From an optimization exercise on the open Yosys and OpenROAD flow, aimed at small area, a short achievable clock period and few clock cycles; shortcuts taken in it are not production practice.
Only simulation tests tie the RTL to the original design; equivalence was not proved.
Power and IR drop assume default switching activity.

==> 01-13 <==
## core_top
module core_top (
    input  logic        CLK,
    input  logic        arst_n,
    input  logic [15:0] ram_q,
    output logic [11:0] ram_addr,
    output logic        ram_wren,
    output logic [15:0] ram_data,
    output logic [31:0] out_data,
    output logic        running
);
    logic        a_fetch;    
    logic [11:0] fpc;        
    logic [11:0] spc;        
    logic        q_valid;    
    logic        sb_v;       
    logic [15:0] sb_d;
    logic [15:0] ir;
    logic        ir_valid;
    logic        ir_pt;      
    logic [11:0] ir_ret;     
    logic [9:0]  sp;
    logic        ld_a, ld_wb, ret_a, ret_wb;
    logic [2:0]  ld_rd, wb_rd;
    logic        ld_h, wb_h;
    logic        m_busy, m_wb;
    logic [2:0]  m_rd;
    logic [31:0] acc, ma, mb;
    logic        movd2;
    logic        j;
    logic [3:0]  op;
    logic [2:0]  rd, ra, rb, cond;
    logic [1:0]  sub;
    logic [4:0]  func;
    logic [7:0]  imm;
    logic [11:0] taddr;
    assign j     = ir[15];
    assign op    = ir[14:11];
    assign rd    = ir[10:8];
    assign ra    = ir[7:5];
    assign rb    = ir[4:2];
    assign sub   = ir[1:0];
    assign func  = ir[4:0];
    assign imm   = ir[7:0];
    assign cond  = ir[14:12];
    assign taddr = ir[11:0];
    logic is_mul, alu_wr, is_imm;
    assign is_imm = (op >= 4'd4) && (op <= 4'd10);
    assign is_mul = !j && (((op == 4'd1) && (sub == 2'd2)) || (op == 4'd10));
    assign alu_wr = !j && (((op == 4'd1) && !sub[1]) || ((op == 4'd2) && (sub != 2'd3)) ||
                           ((op >= 4'd4) && (op <= 4'd9)) ||
  ...
clock: 12.0 ns
lec_check: 0
abc_area: 1
cap_margin: 20
core_margin: 2
core_utilization: 55
setup_slack_margin: 5
slew_margin: 20
run.sh (not shown) runs the stock make flow with config.mk's settings and CLKGATE_MAP_FILE= SYNTH_SCRIPT=/design/flow/synth_recipe.tcl, a recipe that flattens the netlist after the stock synthesis.
==> inputs of 09-06, as changes to 01-13 <==
--- a/flow/design.v
+++ b/flow/design.v
@@ -60,14 +60,14 @@
     } instr_u;
 endpackage
 `timescale 1ns/1ps
 module core_regfile (
     input  logic        CLK,
     input  logic        arst_n,
-    input  logic [2:0]  rd_idx0,
-    input  logic [2:0]  rd_idx1,
+    input  logic [7:0]  rd_sel0,    
+    input  logic [7:0]  rd_sel1,
     input  logic [2:0]  wr_idx,
     input  logic        wr_en_h,
     input  logic        wr_en_l,
     input  logic [31:0] wr_data,
     output logic [31:0] rd_data0,
     output logic [31:0] rd_data1,
@@ -81,14 +81,20 @@
             for (int i = 0; i < 8; i++) begin
                 if (wr_en_h && wr_idx == 3'(i)) regs[i][31:16] <= wr_data[31:16];
                 if (wr_en_l && wr_idx == 3'(i)) regs[i][15:0]  <= wr_data[15:0];
             end
         end
     end
-    assign rd_data0 = regs[rd_idx0];
-    assign rd_data1 = regs[rd_idx1];
+    always_comb begin
+        rd_data0 = '0;
+        rd_data1 = '0;
+        for (int i = 0; i < 8; i++) begin
+            rd_data0 = rd_data0 | (regs[i] & {32{rd_sel0[i]}});
+            rd_data1 = rd_data1 | (regs[i] & {32{rd_sel1[i]}});
+        end
+    end
     assign r5       = regs[5];
 endmodule
 `timescale 1ns/1ps
 module core_alu (
     input  logic [3:0]  op,       
     input  logic [1:0]  sub,      
@@ -133,16 +139,16 @@
         endcase
     end
 endmodule
 module core_mulstep (
     input  logic [31:0] acc,
     input  logic [31:0] a,
-    input  logic [7:0]  b,
+    input  logic [3:0]  b,
     output logic [31:0] res
 );
-    assign res = acc + a * {24'd0, b};
+    assign res = acc + a * {28'd0, b};
 endmodule
 `timescale 1ns/1ps
 `timescale 1ns/1ps
 module core_top (
     input  logic        CLK,
     input  logic        arst_n,
@@ -151,13 +157,14 @@
     output logic        ram_wren,
     output logic [15:0] ram_data,
     output logic [31:0] out_data,
     output logic        running
 );
     logic        a_fetch;    
-    logic [11:0] fpc;        
+    logic [11:0] lfa;        
+    logic        pend;
     logic [11:0] spc;        
     logic        q_valid;    
     logic        sb_v;       
     logic [15:0] sb_d;
     logic [15:0] ir;
     logic        ir_valid;
@@ -168,12 +175,14 @@
     logic [2:0]  ld_rd, wb_rd;
     logic        ld_h, wb_h;
     logic        m_busy, m_wb;
     logic [2:0]  m_rd;
     logic [31:0] acc, ma, mb;
     logic        movd2;
+    logic [15:0] hw;         
+    logic        hv;
     logic        j;
     logic [3:0]  op;
     logic [2:0]  rd, ra, rb, cond;
     logic [1:0]  sub;
     logic [4:0]  func;
     logic [7:0]  imm;
@@ -191,31 +200,33 @@
     logic is_mul, alu_wr, is_imm;
     assign is_imm = (op >= 4'd4) && (op <= 4'd10);
     assign is_mul = !j && (((op == 4'd1) && (sub == 2'd2)) || (op == 4'd10));
     assign alu_wr = !j && (((op == 4'd1) && !sub[1]) || ((op == 4'd2) && (sub != 2'd3)) ||
                            ((op >= 4'd4) && (op <= 4'd9)) ||
                            ((op == 4'd0) && ((func == 5'd16) || (func == 5'd17) || (func == 5'd18))));
-    logic [2:0]  idx0;
+    logic [7:0]  sel0, sel1;
     logic [31:0] p0, p1, r5;
     logic [2:0]  wr_idx;
     logic        wr_en_h, wr_en_l;
     logic [31:0] wr_data;
-    assign idx0 = j ? 3'd5 : (is_imm ? rd : ra);
+    logic [2:0] idx0_n;
+    assign idx0_n = hw[15] ? 3'd5 :
+                    (((hw[14:11] >= 4'd4) && (hw[14:11] <= 4'd10)) ? hw[10:8] : hw[7:5]);
     core_regfile u_rf (
         .CLK(CLK), .arst_n(arst_n),
-        .rd_idx0(idx0), .rd_idx1(rb),
+        .rd_sel0(sel0), .rd_sel1(sel1),
         .wr_idx(wr_idx), .wr_en_h(wr_en_h), .wr_en_l(wr_en_l), .wr_data(wr_data),
         .rd_data0(p0), .rd_data1(p1), .r5(r5)
     );
     logic [31:0] alu_ans;
     core_alu u_alu (
         .op(op), .sub(sub), .func(func), .imm(imm), .a(p0), .b(p1), .ans(alu_ans)
     );
     logic [31:0] mres;
     core_mulstep u_mul (
-        .acc(acc), .a(ma), .b(mb[7:0]), .res(mres)
+        .acc(acc), .a(ma), .b(mb[3:0]), .res(mres)
     );
     logic z5, n5;
     assign z5 = (r5 == 32'd0);
     assign n5 = r5[31];
     function automatic logic cond_true(input logic [2:0] c, input logic z, input logic n);
         case (c)
@@ -254,14 +265,12 @@
     logic [11:0] req_addr;
     logic [15:0] req_data;
     logic        set_ld, set_ret, ld_h_n;
     logic        sp_inc, sp_dec, out_we, halt;
     logic        m_start, movd2_n;
     logic [9:0]  sp_p1;
-    logic [15:0] hw;         
-    logic        hv;
     assign hv    = sb_v || q_valid;
     assign hw    = sb_v ? sb_d : ram_q;
     assign sp_p1 = sp + 10'd1;
     assign frz   = ld_wb || m_wb;
     assign go    = ir_valid && running && !frz && !hz;
     always_comb begin
@@ -378,20 +387,22 @@
                      (!ir_valid || e_done);
     assign consume = accept || const_take;
     assign drop    = sb_v && q_valid && !consume;
     assign r5_busy = (ir_valid && !j && (rd == 3'd5)) || (ld_a && ld_rd == 3'd5) ||
                      (ld_wb && wb_rd == 3'd5) || ((m_busy || m_wb) && m_rd == 3'd5);
     assign pd_taken = (hw[14:13] == 2'b00) ? 1'b1 :
-                      (r5_busy ? (hw[11:0] <= spc) : cond_true(hw[14:12], z5, n5));
+                      (r5_busy ? (hw[14:12] == 3'd3) : cond_true(hw[14:12], z5, n5));
     assign pd_jump  = accept && hw[15];
     assign pd_redirect = pd_jump && pd_taken;
     assign pd_ret   = accept && !req && (hw[15:11] == 5'd0) && (hw[4:0] == 5'd1);
-    assign nf = redirect ? tgt : (pd_redirect ? hw[11:0] : (drop ? spc + 12'd1 : fpc));
+    assign nf = redirect ? tgt : (pd_redirect ? hw[11:0] : (drop ? spc + 12'd1 : lfa + {11'd0, !pend}));
     always_ff @(posedge CLK) begin
         if (accept) begin
             ir     <= hw;
+            sel0   <= 8'd1 << idx0_n;
+            sel1   <= 8'd1 << hw[4:2];
             ir_pt  <= hw[15] ? pd_taken : pd_ret;
             ir_ret <= spc + 12'd1;
         end
         if (consume) sb_d <= ram_q;
         else if (!sb_v) sb_d <= ram_q;
         if (set_ld) begin
@@ -403,25 +414,26 @@
         if (m_start) begin
             ma   <= p0;
             mb   <= (op == 4'd10) ? {24'd0, imm} : p1;
             acc  <= 32'd0;
             m_rd <= rd;
         end else if (m_busy) begin
-            ma  <= {ma[23:0], 8'd0};
-            mb  <= {8'd0, mb[31:8]};
+            ma  <= {ma[27:0], 4'd0};
+            mb  <= {4'd0, mb[31:4]};
             acc <= mres;
         end
         if (req) ram_data <= req_data;
     end
     logic stream_kill;
     assign stream_kill = redirect || kill || pd_redirect || pd_ret;
     always_ff @(posedge CLK or negedge arst_n) begin
         if (!arst_n) begin
             ram_addr <= 12'd8;
             a_fetch  <= 1'b1;
-            fpc      <= 12'd9;
+            lfa      <= 12'd8;
+            pend     <= 1'b0;
             spc      <= 12'd8;
             q_valid  <= 1'b0;
             sb_v     <= 1'b0;
             ir_valid <= 1'b0;
             sp       <= 10'h3ff;
             running  <= 1'b1;
@@ -444,33 +456,36 @@
             if (redirect)         spc <= tgt;
             else if (pd_redirect) spc <= hw[11:0];
             else if (consume)     spc <= spc + 12'd1;
             if (req) begin
                 ram_addr <= req_addr;
                 a_fetch  <= 1'b0;
-                fpc      <= nf;
+                lfa      <= nf;
+                pend     <= 1'b1;
             end else if (pd_ret) begin
                 ram_addr <= {2'b11, sp_p1};
                 a_fetch  <= 1'b0;
-                fpc      <= nf;
+                lfa      <= nf;
+                pend     <= 1'b1;
             end else begin
                 ram_addr <= nf;
                 a_fetch  <= running && !halt;
-                fpc      <= nf + 12'd1;
+                lfa      <= nf;
+                pend     <= 1'b0;
             end
             ram_wren <= req && req_wr;
             if (sp_inc || pd_ret) sp <= sp_p1;
             if (sp_dec)           sp <= sp - 10'd1;
             if (halt)   running <= 1'b0;
             if (out_we) out_data <= p0;
             ld_a   <= set_ld;
             ld_wb  <= ld_a;
             ret_a  <= set_ret || pd_ret;
             ret_wb <= ret_a;
             if (m_start) m_busy <= 1'b1;
-            else if (m_busy && ((mb[31:8] == 24'd0) || (ma[23:0] == 24'd0))) m_busy <= 1'b0;
-            if (m_busy && ((mb[31:8] == 24'd0) || (ma[23:0] == 24'd0))) m_wb <= 1'b1;
+            else if (m_busy && ((mb[31:4] == 28'd0) || (ma[27:0] == 28'd0))) m_busy <= 1'b0;
+            if (m_busy && ((mb[31:4] == 28'd0) || (ma[27:0] == 28'd0))) m_wb <= 1'b1;
             else if (m_wb && !ld_wb) m_wb <= 1'b0;
             movd2 <= movd2_n;
         end
     end
 endmodule
==> flow/flow/run.sh (new file) <==
#!/bin/bash
set -euo pipefail
bash standard.sh SETUP_SLACK_MARGIN=7.5 finish > make_finish.log 2>&1
==> flow/standard.sh (new file) <==
#!/bin/bash
# synth_recipe.tcl (not shown) runs the flow's synth.tcl, then flattens the netlist and writes it again
# the make line also repeats each setting of config.mk as NAME=value (left out here)
make -C /OpenROAD-flow-scripts/flow DESIGN_CONFIG=/design/flow/config.mk WORK_HOME=/design/flow/orfs CLKGATE_MAP_FILE= SYNTH_SCRIPT=/design/flow/synth_recipe.tcl "${@:-finish}"
Settings changed: SETUP_SLACK_MARGIN 5 to unset.
removed: flow/run.sh
==> inputs of 07-07, as changes to 01-13 <==
--- a/flow/design.v
+++ b/flow/design.v
@@ -60,36 +60,55 @@
     } instr_u;
 endpackage
 `timescale 1ns/1ps
 module core_regfile (
     input  logic        CLK,
     input  logic        arst_n,
-    input  logic [2:0]  rd_idx0,
-    input  logic [2:0]  rd_idx1,
+    input  logic [7:0]  rd_sel0,    
+    input  logic [7:0]  rd_sel1,
     input  logic [2:0]  wr_idx,
     input  logic        wr_en_h,
     input  logic        wr_en_l,
     input  logic [31:0] wr_data,
     output logic [31:0] rd_data0,
     output logic [31:0] rd_data1,
     output logic [31:0] r5
 );
     logic [31:0] regs [8];
+    logic [7:0]  vh, vl;
+    always_ff @(posedge CLK) begin
+        for (int i = 0; i < 8; i++) begin
+            if (wr_en_h && wr_idx == 3'(i)) regs[i][31:16] <= wr_data[31:16];
+            if (wr_en_l && wr_idx == 3'(i)) regs[i][15:0]  <= wr_data[15:0];
+        end
+    end
     always_ff @(posedge CLK or negedge arst_n) begin
         if (!arst_n) begin
-            for (int i = 0; i < 8; i++) regs[i] <= '0;
+            vh <= '0;
+            vl <= '0;
         end else begin
             for (int i = 0; i < 8; i++) begin
-                if (wr_en_h && wr_idx == 3'(i)) regs[i][31:16] <= wr_data[31:16];
-                if (wr_en_l && wr_idx == 3'(i)) regs[i][15:0]  <= wr_data[15:0];
+                if (wr_en_h && wr_idx == 3'(i)) vh[i] <= 1'b1;
+                if (wr_en_l && wr_idx == 3'(i)) vl[i] <= 1'b1;
             end
         end
     end
-    assign rd_data0 = regs[rd_idx0];
-    assign rd_data1 = regs[rd_idx1];
-    assign r5       = regs[5];
+    logic [7:0] s0h, s0l, s1h, s1l;
+    assign s0h = rd_sel0 & vh;
+    assign s0l = rd_sel0 & vl;
+    assign s1h = rd_sel1 & vh;
+    assign s1l = rd_sel1 & vl;
+    always_comb begin
+        rd_data0 = '0;
+        rd_data1 = '0;
+        for (int i = 0; i < 8; i++) begin
+            rd_data0 = rd_data0 | (regs[i] & {{16{s0h[i]}}, {16{s0l[i]}}});
+            rd_data1 = rd_data1 | (regs[i] & {{16{s1h[i]}}, {16{s1l[i]}}});
+        end
+    end
+    assign r5 = regs[5] & {{16{vh[5]}}, {16{vl[5]}}};
 endmodule
 `timescale 1ns/1ps
 module core_alu (
     input  logic [3:0]  op,       
     input  logic [1:0]  sub,      
     input  logic [4:0]  func,     
@@ -133,16 +152,16 @@
         endcase
     end
 endmodule
 module core_mulstep (
     input  logic [31:0] acc,
     input  logic [31:0] a,
-    input  logic [7:0]  b,
+    input  logic [3:0]  b,
     output logic [31:0] res
 );
-    assign res = acc + a * {24'd0, b};
+    assign res = acc + a * {28'd0, b};
 endmodule
 `timescale 1ns/1ps
 `timescale 1ns/1ps
 module core_top (
     input  logic        CLK,
     input  logic        arst_n,
@@ -151,29 +170,30 @@
     output logic        ram_wren,
     output logic [15:0] ram_data,
     output logic [31:0] out_data,
     output logic        running
 );
     logic        a_fetch;    
-    logic [11:0] fpc;        
+    logic [11:0] lfa;        
+    logic        pend;
     logic [11:0] spc;        
     logic        q_valid;    
-    logic        sb_v;       
-    logic [15:0] sb_d;
     logic [15:0] ir;
     logic        ir_valid;
     logic        ir_pt;      
     logic [11:0] ir_ret;     
     logic [9:0]  sp;
     logic        ld_a, ld_wb, ret_a, ret_wb;
     logic [2:0]  ld_rd, wb_rd;
     logic        ld_h, wb_h;
     logic        m_busy, m_wb;
     logic [2:0]  m_rd;
     logic [31:0] acc, ma, mb;
     logic        movd2;
+    logic [15:0] hw;         
+    logic        hv;
     logic        j;
     logic [3:0]  op;
     logic [2:0]  rd, ra, rb, cond;
     logic [1:0]  sub;
     logic [4:0]  func;
     logic [7:0]  imm;
@@ -191,31 +211,33 @@
     logic is_mul, alu_wr, is_imm;
     assign is_imm = (op >= 4'd4) && (op <= 4'd10);
     assign is_mul = !j && (((op == 4'd1) && (sub == 2'd2)) || (op == 4'd10));
     assign alu_wr = !j && (((op == 4'd1) && !sub[1]) || ((op == 4'd2) && (sub != 2'd3)) ||
                            ((op >= 4'd4) && (op <= 4'd9)) ||
                            ((op == 4'd0) && ((func == 5'd16) || (func == 5'd17) || (func == 5'd18))));
-    logic [2:0]  idx0;
+    logic [7:0]  sel0, sel1;
     logic [31:0] p0, p1, r5;
     logic [2:0]  wr_idx;
     logic        wr_en_h, wr_en_l;
     logic [31:0] wr_data;
-    assign idx0 = j ? 3'd5 : (is_imm ? rd : ra);
+    logic [2:0] idx0_n;
+    assign idx0_n = hw[15] ? 3'd5 :
+                    (((hw[14:11] >= 4'd4) && (hw[14:11] <= 4'd10)) ? hw[10:8] : hw[7:5]);
     core_regfile u_rf (
         .CLK(CLK), .arst_n(arst_n),
-        .rd_idx0(idx0), .rd_idx1(rb),
+        .rd_sel0(sel0), .rd_sel1(sel1),
         .wr_idx(wr_idx), .wr_en_h(wr_en_h), .wr_en_l(wr_en_l), .wr_data(wr_data),
         .rd_data0(p0), .rd_data1(p1), .r5(r5)
     );
     logic [31:0] alu_ans;
     core_alu u_alu (
         .op(op), .sub(sub), .func(func), .imm(imm), .a(p0), .b(p1), .ans(alu_ans)
     );
     logic [31:0] mres;
     core_mulstep u_mul (
-        .acc(acc), .a(ma), .b(mb[7:0]), .res(mres)
+        .acc(acc), .a(ma), .b(mb[3:0]), .res(mres)
     );
     logic z5, n5;
     assign z5 = (r5 == 32'd0);
     assign n5 = r5[31];
     function automatic logic cond_true(input logic [2:0] c, input logic z, input logic n);
         case (c)
@@ -254,53 +276,42 @@
     logic [11:0] req_addr;
     logic [15:0] req_data;
     logic        set_ld, set_ret, ld_h_n;
     logic        sp_inc, sp_dec, out_we, halt;
     logic        m_start, movd2_n;
     logic [9:0]  sp_p1;
-    logic [15:0] hw;         
-    logic        hv;
-    assign hv    = sb_v || q_valid;
-    assign hw    = sb_v ? sb_d : ram_q;
+    assign hv    = q_valid;
+    assign hw    = ram_q;
     assign sp_p1 = sp + 10'd1;
     assign frz   = ld_wb || m_wb;
     assign go    = ir_valid && running && !frz && !hz;
     always_comb begin
-        e_done = 1'b0; const_take = 1'b0; redirect = 1'b0; kill = 1'b0; tgt = taddr;
-        req = 1'b0; req_wr = 1'b0; req_addr = p1[11:0];
-        req_data = sub[0] ? p0[31:16] : p0[15:0];
+        e_done = 1'b0; const_take = 1'b0; redirect = 1'b0; kill = 1'b0;
+        req = 1'b0; req_wr = 1'b0;
         set_ld = 1'b0; set_ret = 1'b0; ld_h_n = func[0];
         sp_inc = 1'b0; sp_dec = 1'b0; out_we = 1'b0; halt = 1'b0;
         m_start = 1'b0; movd2_n = movd2;
-        wr_idx = rd; wr_en_h = 1'b0; wr_en_l = 1'b0; wr_data = alu_ans;
+        wr_en_h = 1'b0; wr_en_l = 1'b0;
         if (ld_wb) begin
-            wr_idx  = wb_rd;
             wr_en_h = wb_h;
             wr_en_l = !wb_h;
-            wr_data = {ram_q, ram_q};
         end else if (m_wb) begin
-            wr_idx  = m_rd;
             wr_en_h = 1'b1;
             wr_en_l = 1'b1;
-            wr_data = acc;
         end
         if (ret_wb) begin
             redirect = 1'b1;
-            tgt      = ram_q[11:0];
         end else if (go) begin
             if (j) begin
                 e_done = 1'b1;
                 if (cond == 3'd0) begin    
                     req      = 1'b1;
                     req_wr   = 1'b1;
-                    req_addr = {2'b11, sp};
-                    req_data = {4'd0, ir_ret};
                     sp_dec   = 1'b1;
                 end else if (taken != ir_pt) begin
                     redirect = 1'b1;
-                    tgt      = taken ? taddr : ir_ret;
                 end
             end else if (is_mul) begin
                 m_start = 1'b1;
                 e_done  = 1'b1;
             end else if (alu_wr) begin
                 wr_en_h = 1'b1;
@@ -316,49 +327,42 @@
                 e_done = 1'b1;
                 case (func)
                     5'd0: halt = 1'b1;
                     5'd1: begin                        
                         if (!ir_pt) begin
                             req      = 1'b1;
-                            req_addr = {2'b11, sp_p1};
                             sp_inc   = 1'b1;
                             set_ret  = 1'b1;
                             kill     = 1'b1;
                         end
                     end
                     5'd12: out_we = 1'b1;
                     5'd13, 5'd14: begin                
                         req      = 1'b1;
                         req_wr   = 1'b1;
-                        req_addr = {2'b11, sp};
-                        req_data = func[0] ? p0[15:0] : p0[31:16];
                         sp_dec   = 1'b1;
                     end
                     5'd24, 5'd25: begin                
                         req      = 1'b1;
-                        req_addr = p0[11:0];
                         set_ld   = 1'b1;
                     end
                     5'd26, 5'd27: begin                
                         req      = 1'b1;
-                        req_addr = {2'b11, sp_p1};
                         sp_inc   = 1'b1;
                         set_ld   = 1'b1;
                     end
                     5'd29, 5'd30: begin                
-                        wr_data = {hw, hw};
                         if (hv) begin
                             const_take = 1'b1;
                             wr_en_l    = (func == 5'd29);
                             wr_en_h    = (func == 5'd30);
                         end else begin
                             e_done = 1'b0;
                         end
                     end
                     5'd31: begin                       
-                        wr_data = {hw, hw};
                         e_done  = 1'b0;
                         if (hv) begin
                             const_take = 1'b1;
                             wr_en_h    = !movd2;
                             wr_en_l    = movd2;
                             movd2_n    = !movd2;
@@ -369,62 +373,88 @@
                 endcase
             end else begin
                 e_done = 1'b1;
             end
         end
     end
+    logic is_call, is_push, is_ldr, is_movx, st_hi;
+    assign is_call = j && (cond == 3'd0);
+    assign is_push = !j && (op == 4'd0) && ((func == 5'd13) || (func == 5'd14));
+    assign is_ldr  = !j && (op == 4'd0) && (func[4:1] == 4'b1100);
+    assign is_movx = !j && (op == 4'd0) && (func >= 5'd29);
+    assign st_hi   = is_push ? !func[0] : sub[0];
+    always_comb begin
+        if (is_call || is_push)  req_addr = {2'b11, sp};
+        else if (!j && op == 4'd3) req_addr = p1[11:0];
+        else if (is_ldr)         req_addr = p0[11:0];
+        else                     req_addr = {2'b11, sp_p1};
+        if (is_call)    req_data = {4'd0, ir_ret};
+        else if (st_hi) req_data = p0[31:16];
+        else            req_data = p0[15:0];
+        tgt = ret_wb ? ram_q[11:0] : (taken ? taddr : ir_ret);
+        if (ld_wb) begin
+            wr_idx  = wb_rd;
+            wr_data = {ram_q, ram_q};
+        end else if (m_wb) begin
+            wr_idx  = m_rd;
+            wr_data = acc;
+        end else begin
+            wr_idx  = rd;
+            wr_data = is_movx ? {hw, hw} : alu_ans;
+        end
+    end
     logic        accept, drop, consume, pd_jump, pd_ret, pd_redirect, r5_busy, pd_taken;
     logic [11:0] nf;
     assign accept  = hv && !const_take && !redirect && !kill && running &&
                      (!ir_valid || e_done);
     assign consume = accept || const_take;
-    assign drop    = sb_v && q_valid && !consume;
+    assign drop    = q_valid && !consume;
     assign r5_busy = (ir_valid && !j && (rd == 3'd5)) || (ld_a && ld_rd == 3'd5) ||
                      (ld_wb && wb_rd == 3'd5) || ((m_busy || m_wb) && m_rd == 3'd5);
     assign pd_taken = (hw[14:13] == 2'b00) ? 1'b1 :
-                      (r5_busy ? (hw[11:0] <= spc) : cond_true(hw[14:12], z5, n5));
+                      (r5_busy ? (hw[14:12] == 3'd3) : cond_true(hw[14:12], z5, n5));
     assign pd_jump  = accept && hw[15];
     assign pd_redirect = pd_jump && pd_taken;
     assign pd_ret   = accept && !req && (hw[15:11] == 5'd0) && (hw[4:0] == 5'd1);
-    assign nf = redirect ? tgt : (pd_redirect ? hw[11:0] : (drop ? spc + 12'd1 : fpc));
+    assign nf = redirect ? tgt : (pd_redirect ? hw[11:0] : (drop ? spc : lfa + {11'd0, !pend}));
     always_ff @(posedge CLK) begin
         if (accept) begin
             ir     <= hw;
+            sel0   <= 8'd1 << idx0_n;
+            sel1   <= 8'd1 << hw[4:2];
             ir_pt  <= hw[15] ? pd_taken : pd_ret;
             ir_ret <= spc + 12'd1;
         end
-        if (consume) sb_d <= ram_q;
-        else if (!sb_v) sb_d <= ram_q;
         if (set_ld) begin
             ld_rd <= rd;
             ld_h  <= ld_h_n;
         end
         wb_rd <= ld_rd;
         wb_h  <= ld_h;
-        if (m_start) begin
+        if (is_mul && !m_busy && !m_wb) begin
             ma   <= p0;
             mb   <= (op == 4'd10) ? {24'd0, imm} : p1;
             acc  <= 32'd0;
             m_rd <= rd;
         end else if (m_busy) begin
-            ma  <= {ma[23:0], 8'd0};
-            mb  <= {8'd0, mb[31:8]};
+            ma  <= {ma[27:0], 4'd0};
+            mb  <= {4'd0, mb[31:4]};
             acc <= mres;
         end
-        if (req) ram_data <= req_data;
+        ram_data <= req_data;    
     end
     logic stream_kill;
     assign stream_kill = redirect || kill || pd_redirect || pd_ret;
     always_ff @(posedge CLK or negedge arst_n) begin
         if (!arst_n) begin
             ram_addr <= 12'd8;
             a_fetch  <= 1'b1;
-            fpc      <= 12'd9;
+            lfa      <= 12'd8;
+            pend     <= 1'b0;
             spc      <= 12'd8;
             q_valid  <= 1'b0;
-            sb_v     <= 1'b0;
             ir_valid <= 1'b0;
             sp       <= 10'h3ff;
             running  <= 1'b1;
             out_data <= 32'd0;
             ram_wren <= 1'b0;
             ld_a     <= 1'b0;
@@ -433,44 +463,44 @@
             ret_wb   <= 1'b0;
             m_busy   <= 1'b0;
             m_wb     <= 1'b0;
             movd2    <= 1'b0;
         end else begin
             q_valid <= a_fetch && !drop && !stream_kill && running;
-            if (stream_kill)  sb_v <= 1'b0;
-            else if (consume) sb_v <= sb_v && q_valid;
-            else              sb_v <= sb_v || q_valid;
             if (accept)      ir_valid <= 1'b1;
             else if (e_done) ir_valid <= 1'b0;
             if (redirect)         spc <= tgt;
             else if (pd_redirect) spc <= hw[11:0];
             else if (consume)     spc <= spc + 12'd1;
             if (req) begin
                 ram_addr <= req_addr;
                 a_fetch  <= 1'b0;
-                fpc      <= nf;
+                lfa      <= nf;
+                pend     <= 1'b1;
             end else if (pd_ret) begin
                 ram_addr <= {2'b11, sp_p1};
                 a_fetch  <= 1'b0;
-                fpc      <= nf;
+                lfa      <= nf;
+                pend     <= 1'b1;
             end else begin
                 ram_addr <= nf;
                 a_fetch  <= running && !halt;
-                fpc      <= nf + 12'd1;
+                lfa      <= nf;
+                pend     <= 1'b0;
             end
             ram_wren <= req && req_wr;
             if (sp_inc || pd_ret) sp <= sp_p1;
             if (sp_dec)           sp <= sp - 10'd1;
             if (halt)   running <= 1'b0;
             if (out_we) out_data <= p0;
             ld_a   <= set_ld;
             ld_wb  <= ld_a;
             ret_a  <= set_ret || pd_ret;
             ret_wb <= ret_a;
             if (m_start) m_busy <= 1'b1;
-            else if (m_busy && ((mb[31:8] == 24'd0) || (ma[23:0] == 24'd0))) m_busy <= 1'b0;
-            if (m_busy && ((mb[31:8] == 24'd0) || (ma[23:0] == 24'd0))) m_wb <= 1'b1;
+            else if (m_busy && ((mb[31:4] == 28'd0) || (ma[27:0] == 28'd0))) m_busy <= 1'b0;
+            if (m_busy && ((mb[31:4] == 28'd0) || (ma[27:0] == 28'd0))) m_wb <= 1'b1;
             else if (m_wb && !ld_wb) m_wb <= 1'b0;
             movd2 <= movd2_n;
         end
     end
 endmodule
==> flow/flow/run.sh (new file) <==
#!/bin/bash
set -euo pipefail
bash standard.sh SETUP_SLACK_MARGIN=7.5 finish > make_finish.log 2>&1
==> flow/standard.sh (new file) <==
#!/bin/bash
# synth_recipe.tcl (not shown) runs the flow's synth.tcl, then flattens the netlist and writes it again
# the make line also repeats each setting of config.mk as NAME=value (left out here)
make -C /OpenROAD-flow-scripts/flow DESIGN_CONFIG=/design/flow/config.mk WORK_HOME=/design/flow/orfs CLKGATE_MAP_FILE= SYNTH_SCRIPT=/design/flow/synth_recipe.tcl "${@:-finish}"
Settings changed: SETUP_SLACK_MARGIN 5 to unset.
removed: flow/run.sh
==> summary.md <==
Power
* 49.1% — fraction of power consumed by sequential logic
* 5.4% — combinational power share

Detailed routing
* 18900 µm — total length of routed met3 wires

Status
* finished clean — status

Finish
* 5413 — final standard cell count with taps included and fillers excluded
* 43.89% — multi-input logic portion of the cell area

Global route
* 10.57% — met3 capacity usage during global routing

(the above is from 07-07)
==> summary.md <==
Power
* 5.6% — combinational power share
* 47.9% — fraction of power consumed by sequential logic

Status
* finished clean — status

Finish
* 6180 — final standard cell count with taps included and fillers excluded

Global route
* 11.52% — met3 capacity usage during global routing

(the above is from 09-06)
==> summary.md <==
Finish
* 51.66% — multi-input logic portion of the cell area

Global route
* 13.53% — met3 capacity usage during global routing

Status
* finished clean — status

Detailed routing
* 22950 µm — total length of routed met3 wires

(the above is from 01-13)
Testbench counts of 01-13, summed over its fixed seeds: cycles 89,494.
Testbench counts of 09-06, summed over its fixed seeds: cycles 93,022.
Testbench counts of 07-07, summed over its fixed seeds: cycles 94,831.

[what the ideal ports hide]
In the flow no input, the clock included, has a driving cell. The finished layouts below were timed again as built, in two steps.
Step 1 (the two cells are an assumption about what drives the block):
set clk [get_ports {CLK}]
set_driving_cell -lib_cell sky130_fd_sc_hd__clkbuf_16 $clk
set_driving_cell -lib_cell sky130_fd_sc_hd__buf_2 [delete_from_list [all_inputs] $clk]
Step 2 times the ports against the registers' clock, not the clock port: input delays grow and output delays shrink by t, the midpoint of the rising clock arrivals with the driver on.
Three values: ideal ports, drivers, drivers and shift; two values: the first two.
| run | t, ns | setup WS [ns] | hold slack, ns | worst setup path at the end | worst register clock-pin slew, ns |
|---|---|---|---|---|---|
| 01-13 | 0.730 | 5.070 / 5.070 / 4.701 | 0.352 / 0.352 / 0.352 | input to register | 0.07 / 0.07 |
| 09-06 | 0.730 | 7.549 / 7.549 / 6.913 | 0.345 / 0.345 / 0.345 | input to register | 0.07 / 0.07 |
| 07-07 | 0.706 | 7.437 / 7.437 / 6.987 | 0.341 / 0.341 / 0.341 | input to register | 0.07 / 0.07 |
After both steps setup and hold are still met in every run listed. For 09-06, which loses most, drivers alone change the setup slack by 0.000 ns; drivers and shift together by -0.636 ns.
